Context: an optimization exercise on an open-source flow, tuned for small area and a short achievable clock period. The choices shown serve that exercise and are no tape-out recipe. In this exercise RTL edits were held to simulation tests only and were not proved equivalent to the original. Power and IR drop assume default switching activity.

// bombGameTop
module bombGameTop (
	input logic DIV_CLK,
	input logic reset,
	input logic gameTick,
	input logic [9:0] stick0X,
	input logic [9:0] stick0Y,
	input logic bomb0,
	input logic [9:0] stick1X,
	input logic [9:0] stick1Y,
	input logic bomb1,
	input logic [9:0] pixelX,
	input logic [9:0] pixelY,
	input logic pixelActive,
	output logic vgaR,
	output logic vgaG,
	output logic vgaB
);
clock: 14.0 ns
lec_check: 0
cap_margin: 20
core_margin: 2
core_utilization: 40
slew_margin: 20
standard.sh (not shown) runs the stock make flow with config.mk's settings and CLKGATE_MAP_FILE= SYNTH_SCRIPT=/design/flow/synth_recipe.tcl, a recipe that flattens the netlist after the stock synthesis.
==> flow/flow/run.sh <==
#!/bin/bash
# Own layout flow. Synthesis is the standard synthesis script, run with
# an area-recovering ABC script (flow/abc.script in place of ORFS's
# abc_speed.script, in a private copy of ORFS's scripts folder), adders left
# to ABC (no Kogge-Stone map, no full-adder cells). Registers are mapped
# before ABC runs, so they are the standard synthesis's. Floorplan, power
# grid, tap cells, placement, CTS and routing are the standard flow,
# with the extra make variables in flow/vars.txt (one per line).
set -euo pipefail
WORK=$PWD
rm -rf "$WORK/synth_scripts"
cp -r "$FLOW_HOME/scripts" "$WORK/synth_scripts"
cp flow/abc.script "$WORK/synth_scripts/abc_speed.script"
bash standard.sh SCRIPTS_DIR="$WORK/synth_scripts" SYNTH_OPERATIONS_ARGS=-booth ADDER_MAP_FILE= synth > synth_flow.log 2>&1
VARS=()
if [[ -f flow/vars.txt ]]; then
	while read -r line; do
		[[ -n "$line" ]] && VARS+=("$line")
	done < flow/vars.txt
fi
bash standard.sh "${VARS[@]}" finish > layout_flow.log 2>&1
==> flow/flow/abc.script <==
strash
&get -n
&fraig -x
&put
scorr
dc2
strash
&get -n
&dch -f
&nf -R 1000
&put
==> flow/flow/vars.txt <==
SETUP_SLACK_MARGIN=9
BUFFER_PORTS_ARGS=-buffer_cell sky130_fd_sc_hd__buf_2
CORE_UTILIZATION=60
PLACE_DENSITY=0.7
Then changed:
==> flow/flow/vars.txt (replaced) <==
SETUP_SLACK_MARGIN=9
BUFFER_PORTS_ARGS=-buffer_cell sky130_fd_sc_hd__buf_2
MATCH_CELL_FOOTPRINT=0
Outcome: The new run ran to the end with no violations; hold slack gains 0.0061 ns; power falls by 1.9%; via count is lower by 3.4%; wire length increases by about 4%; core utilization came out lower by 22 points; final cell count grows by about 6%; die area rises by about 50%.
Then changed:
==> flow/flow/vars.txt (replaced) <==
SETUP_SLACK_MARGIN=9
BUFFER_PORTS_ARGS=-buffer_cell sky130_fd_sc_hd__buf_2
Register-to-register slack degrades by 0.05 ns.
Fmax hardly moves.
Via count went up by about 0.56%.
Routed wire length hardly moves.
Worst hold slack got worse by 0.0062 ns.
Clock power stays flat.
Worst setup slack barely changes.
First-iteration DRC count shrinks by 5.1%.
Total power went up by about 0.4%.
Then changed:
==> flow/flow/vars.txt (replaced) <==
SETUP_SLACK_MARGIN=9.5
BUFFER_PORTS_ARGS=-buffer_cell sky130_fd_sc_hd__buf_2
Result: The changed run produced a clean layout; design area increases by about 8%; sequential power grows by about 2%; routed wire length increases by about 4.6%; global-route usage increases by 1.0 points; cell count went up by 1.9%; via count increases by 3.0%; die area stays the same; worst setup slack gets better by 0.15 ns; register-to-register slack gains 0.30 ns; utilization is higher by 3.8 points.

========
Setup of lane 1:
Another version of the RTL of bombGameTop (not shown whole).
For scale: ~93 flip-flops, about 69 I/O pins, about 0.013 sq mm of cells after synthesis.
==> flow/config.mk <==
export PLATFORM = sky130hd
export DESIGN_NAME = bombGameTop
export DESIGN_NICKNAME = bombGameTop
export VERILOG_FILES = /design/flow/design.v
export SDC_FILE = /design/flow/constraint.sdc
export NUM_CORES = 4
export LEC_CHECK = 0
export CAP_MARGIN = 20
export CORE_MARGIN = 2
export CORE_UTILIZATION = 40
export SLEW_MARGIN = 20
==> flow/constraint.sdc <==
create_clock -name core_clock -period 14.0 [get_ports {DIV_CLK}]
set_input_delay 2.8000 -clock core_clock [delete_from_list [all_inputs] [get_ports {DIV_CLK}]]
set_output_delay 2.8000 -clock core_clock [all_outputs]
set_load 0.01 [all_outputs]
==> flow/flow/run.sh <==
#!/bin/bash
# Own layout flow: the standard ORFS flow (standard synthesis, floorplan,
# power grid and tap cells unchanged), with repair_timing aiming for a setup
# slack well above zero so that it speeds up the paths from the input ports.
# flow/vars.txt holds the extra make variables, one per line.
set -euo pipefail
VARS=()
if [[ -f flow/vars.txt ]]; then
	while read -r line; do
		[[ -n "$line" ]] && VARS+=("$line")
	done < flow/vars.txt
fi
bash standard.sh "${VARS[@]}" finish > standard_flow.log 2>&1
==> flow/flow/vars.txt <==
SETUP_SLACK_MARGIN=11
MATCH_CELL_FOOTPRINT=0
Lane 1: all stages complete, timing, DRC and antenna checks passed
Here is what was changed in the inputs of lane 2 compared with lane 1.
==> flow/flow/run.sh <==
#!/bin/bash
# Own layout flow. Synthesis is the standard synthesis script, run with
# an area-recovering ABC script (flow/abc.script in place of ORFS's
# abc_speed.script, in a private copy of ORFS's scripts folder), adders left
# to ABC (no Kogge-Stone map, no full-adder cells). Registers are mapped
# before ABC runs, so they are the standard synthesis's. Floorplan, power
# grid, tap cells, placement, CTS and routing are the standard flow,
# with the extra make variables in flow/vars.txt (one per line).
set -euo pipefail
WORK=$PWD
rm -rf "$WORK/synth_scripts"
cp -r "$FLOW_HOME/scripts" "$WORK/synth_scripts"
cp flow/abc.script "$WORK/synth_scripts/abc_speed.script"
bash standard.sh SCRIPTS_DIR="$WORK/synth_scripts" SYNTH_OPERATIONS_ARGS=-booth ADDER_MAP_FILE= synth > synth_flow.log 2>&1
VARS=()
if [[ -f flow/vars.txt ]]; then
	while read -r line; do
		[[ -n "$line" ]] && VARS+=("$line")
	done < flow/vars.txt
fi
bash standard.sh "${VARS[@]}" finish > layout_flow.log 2>&1
==> flow/flow/abc.script (new file) <==
strash
&get -n
&fraig -x
&put
scorr
dc2
strash
&get -n
&dch -f
&nf -R 1000
&put
==> flow/flow/vars.txt <==
SETUP_SLACK_MARGIN=8
Results
- Relative to lane 1, critical path depth decreased by 4 in lane 2.
- NOTE final area lane 1->lane 2 decreased by more than a quarter
- XOR/XNOR share of the synthesized area, lane 2 and lane 1, higher one = lane 2.
[inputs] lane 3 vs lane 2
==> flow/flow/vars.txt <==
SETUP_SLACK_MARGIN=10.5
BUFFER_PORTS_ARGS=-buffer_cell sky130_fd_sc_hd__buf_2
## What came out
Compared to lane 2, lane 3 has hold slack 0.017 ns lower. Delta (lane 3 minus lane 2): cell area went up about 19%, clock network power share went down 2.6 points.
What lane 4 does differently from lane 3 at the input level:
==> flow/flow/run.sh <==
#!/bin/bash
# Own layout flow: the standard ORFS flow (standard synthesis, floorplan,
# power grid and tap cells unchanged), with repair_timing aiming for a setup
# slack well above zero so that it speeds up the paths from the input ports.
set -euo pipefail
MARGIN=$(cat flow/margin.txt 2>/dev/null || echo 8)
bash standard.sh SETUP_SLACK_MARGIN=$MARGIN finish > standard_flow.log 2>&1
==> flow/flow/margin.txt (new file) <==
8
removed: flow/flow/abc.script
removed: flow/flow/vars.txt
Results
Having completed the whole flow, lane 4 delivered a layout that passed the timing, DRC and antenna checks.
Taking lane 3 as the reference, in lane 4 total wire length after detailed routing up 4400 um; netlist area before placement up 27%; hold slack up 0.041 ns; non-clock buffer count down 105; floorplan row count up 8.
| final design utilization | higher: lane 3 |
The inputs of lane 5 differ from those of lane 4 as listed below.
==> flow/flow/run.sh <==
#!/bin/bash
# Own layout flow. Synthesis is the standard synthesis script, run with
# an area-recovering ABC script (flow/abc.script in place of ORFS's
# abc_speed.script, in a private copy of ORFS's scripts folder), adders left
# to ABC (no Kogge-Stone map, no full-adder cells). Registers are mapped
# before ABC runs, so they are the standard synthesis's. Floorplan, power
# grid, tap cells, placement, CTS and routing are the standard flow,
# with the extra make variables in flow/vars.txt (one per line).
set -euo pipefail
WORK=$PWD
rm -rf "$WORK/synth_scripts"
cp -r "$FLOW_HOME/scripts" "$WORK/synth_scripts"
cp flow/abc.script "$WORK/synth_scripts/abc_speed.script"
bash standard.sh SCRIPTS_DIR="$WORK/synth_scripts" SYNTH_OPERATIONS_ARGS=-booth ADDER_MAP_FILE= synth > synth_flow.log 2>&1
VARS=()
if [[ -f flow/vars.txt ]]; then
	while read -r line; do
		[[ -n "$line" ]] && VARS+=("$line")
	done < flow/vars.txt
fi
bash standard.sh "${VARS[@]}" finish > layout_flow.log 2>&1
==> flow/flow/abc.script (new file) <==
strash
&get -n
&fraig -x
&put
scorr
dc2
strash
&get -n
&dch -f
&nf -R 1000
&put
removed: flow/flow/margin.txt
==> comparison <==
Per the final summary, lane 5 finished and its layout is clean on timing, DRC and antenna.
Sort lane 4 and lane 5 by layout buffer count excluding clock buffers asc -> top: lane 4
Measured against each other, lane 4 and lane 5 differ in layout inverter count without the clock tree, the lower figure coming from lane 5.
Cmp lane 4 and lane 5 / combinational share of power / lower: lane 5
The growth of design area from synthesis to finish of lane 5 exceeds that of lane 4 by 4.9 points.
Cell area, lane 4 and lane 5, higher one = lane 4.
Final core utilization for lane 5: 2.5 points up relative to lane 4

========
== build 34 ==
RTL: one of the versions met above, not the one the previous note started from.
For scale: about 1900 cells after synthesis, ~69 I/O pins, roughly 11000 µm² of cells after synthesis.
==> flow/config.mk <==
export PLATFORM = sky130hd
export DESIGN_NAME = bombGameTop
export DESIGN_NICKNAME = bombGameTop
export VERILOG_FILES = /design/flow/design.v
export SDC_FILE = /design/flow/constraint.sdc
export NUM_CORES = 4
export LEC_CHECK = 0
export CAP_MARGIN = 20
export CORE_MARGIN = 2
export CORE_UTILIZATION = 40
export SLEW_MARGIN = 20
==> flow/constraint.sdc <==
create_clock -name core_clock -period 14.0 [get_ports {DIV_CLK}]
set_input_delay 2.8000 -clock core_clock [delete_from_list [all_inputs] [get_ports {DIV_CLK}]]
set_output_delay 2.8000 -clock core_clock [all_outputs]
set_load 0.01 [all_outputs]
==> flow/flow/run.sh <==
#!/bin/bash
# Own layout flow. Synthesis is the standard synthesis script, run with
# an area-recovering ABC script (flow/abc.script in place of ORFS's
# abc_speed.script, in a private copy of ORFS's scripts folder), adders left
# to ABC (no Kogge-Stone map, no full-adder cells). Registers are mapped
# before ABC runs, so they are the standard synthesis's. Floorplan, power
# grid, tap cells, placement, CTS and routing are the standard flow,
# with the extra make variables in flow/vars.txt (one per line).
set -euo pipefail
WORK=$PWD
rm -rf "$WORK/synth_scripts"
cp -r "$FLOW_HOME/scripts" "$WORK/synth_scripts"
cp flow/abc.script "$WORK/synth_scripts/abc_speed.script"
bash standard.sh SCRIPTS_DIR="$WORK/synth_scripts" SYNTH_OPERATIONS_ARGS=-booth ADDER_MAP_FILE= synth > synth_flow.log 2>&1
VARS=()
if [[ -f flow/vars.txt ]]; then
	while read -r line; do
		[[ -n "$line" ]] && VARS+=("$line")
	done < flow/vars.txt
fi
bash standard.sh "${VARS[@]}" finish > layout_flow.log 2>&1
==> flow/flow/abc.script <==
strash
dch -f
map -a
==> flow/flow/vars.txt <==
SETUP_SLACK_MARGIN=9
BUFFER_PORTS_ARGS=-buffer_cell sky130_fd_sc_hd__buf_2
Edits applied to the flow inputs when going from build 34 to build 40:
==> flow/flow/abc.script <==
strash
&get -n
&fraig -x
&put
scorr
dc2
strash
&get -n
&dch -f
&nf -R 1000
&put
buffer -c
topo
stime -c
upsize -c
dnsize -c
--- a/flow/flow/vars.txt
+++ b/flow/flow/vars.txt
@@ -1 +1 @@
-SETUP_SLACK_MARGIN=9
+SETUP_SLACK_MARGIN=9.25
--- outcome ---
Maximum achievable frequency: build 40 better than build 34
The final reports for build 40 and build 34 show cell count lower in the former.
Detail-routed net length per standard cell went up by a few percent going from build 34 to build 40.
The area of all placed cells without fillers of build 40 is lower than that of build 34.
Build 40 vs. build 34: total number of vias fell 1875, post-synthesis instance area fell 1.5%.
Edits applied to the flow inputs when going from build 40 to build 54:
--- a/flow/flow/vars.txt
+++ b/flow/flow/vars.txt
@@ -1 +1 @@
-SETUP_SLACK_MARGIN=9.25
+SETUP_SLACK_MARGIN=9
==> comparison <==
Re fraction of area in multi-input gates: build 54 is 0.80 points up on build 40.
Build 54 finished all stages; the layout is clean.
On wire length: between build 40 and build 54, it ends up higher for build 40.
Diff build 54..build 40 | depth of the worst hold-timing path | negligible
Reported for build 40 and build 54, max-cap check violation count turned out identical to the last digit.
> inputs changed (build 54 -> build 66)
==> flow/flow/abc.script <==
strash
&get -n
&fraig -x
&put
scorr
dc2
strash
&get -n
&dch -f
&nf -R 1000
&put
--- a/flow/flow/vars.txt
+++ b/flow/flow/vars.txt
@@ -1 +1 @@
-SETUP_SLACK_MARGIN=9
+SETUP_SLACK_MARGIN=9.25
Comparing build 66 against build 54, there is no change at all in cell depth of the worst hold path. Build 54 → build 66: area enclosed by the die boundary fell about 5%, number of nets in the final layout rose 40, worst slew slack as a fraction of its limit fell 16 points, core utilization rose 4.8 points, chip width fell 2.4%. In terms of insertion delay of the later-clocked pin in the worst-skew pair, build 54 and build 66 differ only marginally. Looking at aggregate routed wire length across build 54 and build 66, the one that comes out higher is build 66. Higher distinct cell type count of the synthesized netlist goes to build 54 over build 66.

==> separate check: timing with driven ports <==
The results above use ideal ports. As a check the final layouts listed here were re-extracted and re-timed, cells and wires unchanged.
Step 1, drivers: a clkbuf_16 drives DIV_CLK and a buf_2 each remaining input, both assumed.
Step 2 moves the port delays by t, midway between the first and last clock arrival at a register: inputs arrive t later, outputs are due t later. That takes back most of the time a late clock gives input paths.
a / b / c = no drivers / after step 1 / after step 2; a / b = the first two.
run | shift t [ns] | setup slack, ns | pins driven straight from the clock port
the first run of note 1 | 0.404 | 9.029 / 9.030 / 8.626 | 1
the second run of note 1 | 0.407 | 9.052 / 9.075 / 8.668 | 1
the third run of note 1 | 0.410 | 9.052 / 9.061 / 8.651 | 1
the fourth run of note 1 | 0.406 | 9.198 / 9.145 / 8.739 | 1
lane 1 | 0.403 | 8.903 / 8.902 / 8.499 | 1
lane 2 | 0.402 | 8.279 / 8.304 / 7.901 | 1
lane 3 | 0.405 | 9.198 / 9.184 / 8.779 | 1
lane 4 | 0.412 | 8.157 / 8.162 / 7.750 | 1
lane 5 | 0.403 | 7.739 / 7.763 / 7.360 | 1
build 34 | 0.401 | 8.925 / 8.913 / 8.512 | 1
build 40 | 0.403 | 9.143 / 9.135 / 8.731 | 1
build 54 | 0.397 | 9.112 / 9.104 / 8.707 | 1
build 66 | 0.404 | 9.123 / 9.123 / 8.718 | 1
After both steps every run listed still meets setup and hold. The setup slack of the fourth run of note 1, which loses most, moves by -0.053 ns with the drivers and by -0.459 ns with both steps.
